Context: an optimization exercise on an open-source flow, tuned for small area, a short achievable clock period and few clock cycles. The choices shown serve that exercise and are no tape-out recipe. Only simulation tests tie the RTL to the original design; equivalence was not proved. No activity file was given, so power comes from the tool's default toggle rates.

wip/violet:
// cnn_layer_top
module cnn_layer_top (
    input  wire                   CLK,
    input  wire                   reset_i,
    input  wire                   start_i,
    output logic                  done_o,
    output logic                  wb_cyc_o,
    output logic                  wb_stb_o,
    output logic                  wb_we_o,
    output cnn_pkg::addr_t        wb_adr_o,
    output cnn_pkg::pixel_t       wb_dat_o,
    input  wire cnn_pkg::pixel_t  wb_dat_i,
    input  wire                   wb_ack_i
);
    typedef logic [15:0] w16_t;
    function automatic w16_t smax(input w16_t a, input w16_t b);
        smax = ($signed(a) > $signed(b)) ? a : b;
    endfunction
    function automatic w16_t add16(input w16_t a, input w16_t b);
        logic [15:0] g, p, gn, pn;
        g = a & b;
        p = a ^ b;
        for (int d = 1; d < 16; d = d * 2) begin
            gn = g;
            pn = p;
            for (int i = d; i < 16; i++) begin
                gn[i] = g[i] | (p[i] & g[i-d]);
                pn[i] = p[i] & p[i-d];
            end
            g = gn;
            p = pn;
        end
        add16 = (a ^ b) ^ {g[14:0], 1'b0};
    endfunction
    logic        busy_q;
    logic        done_q;
    logic        cyc_q;
    logic        we_q;
    logic [6:0]  adr_q;
    w16_t        dat_q;
    logic        kst_q;
    logic [3:0]  lr_q;
    logic [3:0]  lc_q;
    logic        rd_done_q;
    logic        cur_k_q;      
    logic        cur_st_q;     
    logic        cur_s3_q;     
    logic        cur_w_q;      
    logic [1:0]  cur_row_q;    
    logic        rd_ack_w;     
    logic        kv_q;         
    w16_t        kq [0:8];
    w16_t        p0_q, p1_q, p2_q;
    logic [2:0]  seq_q;        
    logic [7:0]  ko_q [0:2], kw_q [0:2], kn_q [0:2];
    logic [63:0] r1_q;        
    logic [2:0]  a2_q;         
    w16_t        f1_q [0:7];
    w16_t        f2_q [0:7];
  ...
For scale: ~2800 cells after synthesis, roughly 56 I/O pins, ~0.037 mm² of cells after synthesis.
Settings: LEC_CHECK=0, CAP_MARGIN=20, CORE_MARGIN=2, CORE_UTILIZATION=50, CTS_CLUSTER_DIAMETER=120, CTS_CLUSTER_SIZE=25, SLEW_MARGIN=20; clock period 11.0 ns.
standard.sh (not shown) runs the stock make flow with config.mk's settings and CLKGATE_MAP_FILE= SYNTH_SCRIPT=/design/flow/synth_recipe.tcl, a recipe that flattens the netlist after the stock synthesis.
==> flow/flow/run.sh <==
#!/bin/bash
# Layout flow: the standard ORFS flow, with two changes that leave the
# clock period and constraints as they are: timing repair aims at a setup
# slack of 7.3 ns, and the port buffers are buf_4 cells.
set -euo pipefail
bash standard.sh SETUP_SLACK_MARGIN=7.3 "BUFFER_PORTS_ARGS=-buffer_cell sky130_fd_sc_hd__buf_4" finish > standard.log 2>&1
wip/violet: all stages complete, timing, DRC and antenna checks passed
Testbench counts of wip/violet, summed over its fixed seeds: cycles 11,552.
Changes in wip/harbor relative to wip/violet:
- a change of CORE_UTILIZATION from 50 to 40
- an added ABC_AREA of 1
Compared with wip/violet, in wip/harbor initial standard-cell utilization of the core decreased 10 points, area after synthesis increased 2.4%, share of cells above drive strength 1 increased 0.89 points, data arrival time of the worst path increased 0.02 ns.
Sort wip/harbor and wip/violet by utilization after layout asc -> top: wip/harbor
Taking wip/violet as the reference point, the slew at the pin closest to its max-slew limit of wip/harbor rises by 0.073 ns.
Looking at worst setup slack, wip/harbor sits below wip/violet.
In wip/harbor the height of the chip turned out 36 µm higher than in wip/violet.
Switching power of the nets delta (wip/harbor − wip/violet): unfavourable
diff inputs: wip/harbor => wip/pepper
- swapping 25 for 20 in CTS_CLUSTER_SIZE
- clearing ABC_AREA, which used to be 1
- swapping 120 for 100 in CTS_CLUSTER_DIAMETER
==> comparison <==
Relative to wip/harbor, the non-clock buffer count of wip/pepper is higher by about 10%. Sequential power is lower on wip/harbor. The buffer count from post-CTS setup fixing in wip/pepper was higher than what wip/harbor gave.
[inputs] wip/yarrow vs wip/pepper
- CTS_CLUSTER_DIAMETER: 100 -> 120
- CTS_CLUSTER_SIZE: 20 -> 25
- TNS_END_PERCENT: unset -> 25
==> comparison <==
- Overall routed net length in wip/yarrow is 0.84% below wip/pepper.
- In terms of overall power of the completed layout, wip/pepper and wip/yarrow differ only marginally.
- When wip/yarrow is set beside wip/pepper, its share of cell area taken by flip-flops and latches turns out to be 0.30 points larger.
For wip/juniper, these inputs were changed with respect to wip/yarrow:
- removing TNS_END_PERCENT (formerly 25)
==> notes.md <==
Compared with wip/yarrow, wip/juniper shows worst setup slack for register-to-register paths higher by 0.07 ns. wip/yarrow -> wip/juniper: final area flat. Between wip/juniper and wip/yarrow, the multi-input logic portion of the cell area figures differ only marginally. Taking wip/yarrow as the reference point, the logic depth of the worst setup path including buffers of wip/juniper falls by 1. wip/juniper reports a lower ratio of final minimum period to clock period than wip/yarrow does.
#### Input delta (wip/lagoon over wip/juniper)
- ABC_AREA: unset -> 1
==> flow/flow/run.sh <==
#!/bin/bash
# Layout flow: the standard ORFS flow, with two changes that leave the
# clock period and constraints as they are: timing repair aims at a setup
# slack of 7.5 ns, and the port buffers are buf_4 cells.
set -euo pipefail
bash standard.sh SETUP_SLACK_MARGIN=7.5 "BUFFER_PORTS_ARGS=-buffer_cell sky130_fd_sc_hd__buf_4" finish > standard.log 2>&1
--- outcome ---
wip/lagoon against wip/juniper: multi-input logic portion of the cell area lower, met3 global-route usage lower.
wip/lagoon vs wip/juniper on final instance count without filler cells: wip/lagoon is the higher one.
In the reports for wip/juniper and wip/lagoon, the smaller wire length belongs to wip/juniper.
The timing startpoint of the critical path comes out p2_q[8] in one run and ko_q[0][1] in the other, namely in wip/juniper and wip/lagoon respectively.
Higher non-clock buffer count was reported by wip/juniper, not wip/lagoon.
When wip/lagoon is set beside wip/juniper, its minimum period implied by the final worst setup slack turns out to be 0.039 ns larger.
Critical path depth was higher in the run labelled wip/lagoon.
On final-layout non-clock buffer area share, wip/juniper tracks wip/lagoon almost exactly.

[port drivers added, routing unchanged]
In the flow no input, the clock included, has a driving cell. The finished layouts below were timed again as built, in two steps. Step 1 (the two cells are an assumption about what drives the block):
set clk [get_ports {CLK}]
set_driving_cell -lib_cell sky130_fd_sc_hd__clkbuf_16 $clk
set_driving_cell -lib_cell sky130_fd_sc_hd__buf_2 [delete_from_list [all_inputs] $clk]
Step 2, shift: input delay + t, output delay - t, t = (earliest + latest rising clock arrival at the registers) / 2. This alone moves slack from input paths to output paths. a / b / c = no drivers / after step 1 / after step 2; a / b = the first two.
| run | shift t [ns] | setup WS [ns] | latest minus earliest clock arrival (ns) |
|---|---|---|---|
| wip/violet | 0.667 | 7.307 / 7.307 / 6.957 | 0.035 / 0.035 |
| wip/harbor | 0.683 | 7.252 / 7.252 / 7.173 | 0.033 / 0.033 |
| wip/pepper | 0.698 | 7.269 / 7.269 / 7.066 | 0.044 / 0.044 |
| wip/yarrow | 0.664 | 7.274 / 7.274 / 6.986 | 0.031 / 0.032 |
| wip/juniper | 0.662 | 7.346 / 7.346 / 7.059 | 0.040 / 0.040 |
| wip/lagoon | 0.669 | 7.307 / 7.307 / 7.202 | 0.024 / 0.025 |
After both steps setup and hold are still met in every run listed. For wip/violet, which loses most, drivers alone change the setup slack by 0.000 ns; drivers and shift together by -0.350 ns.
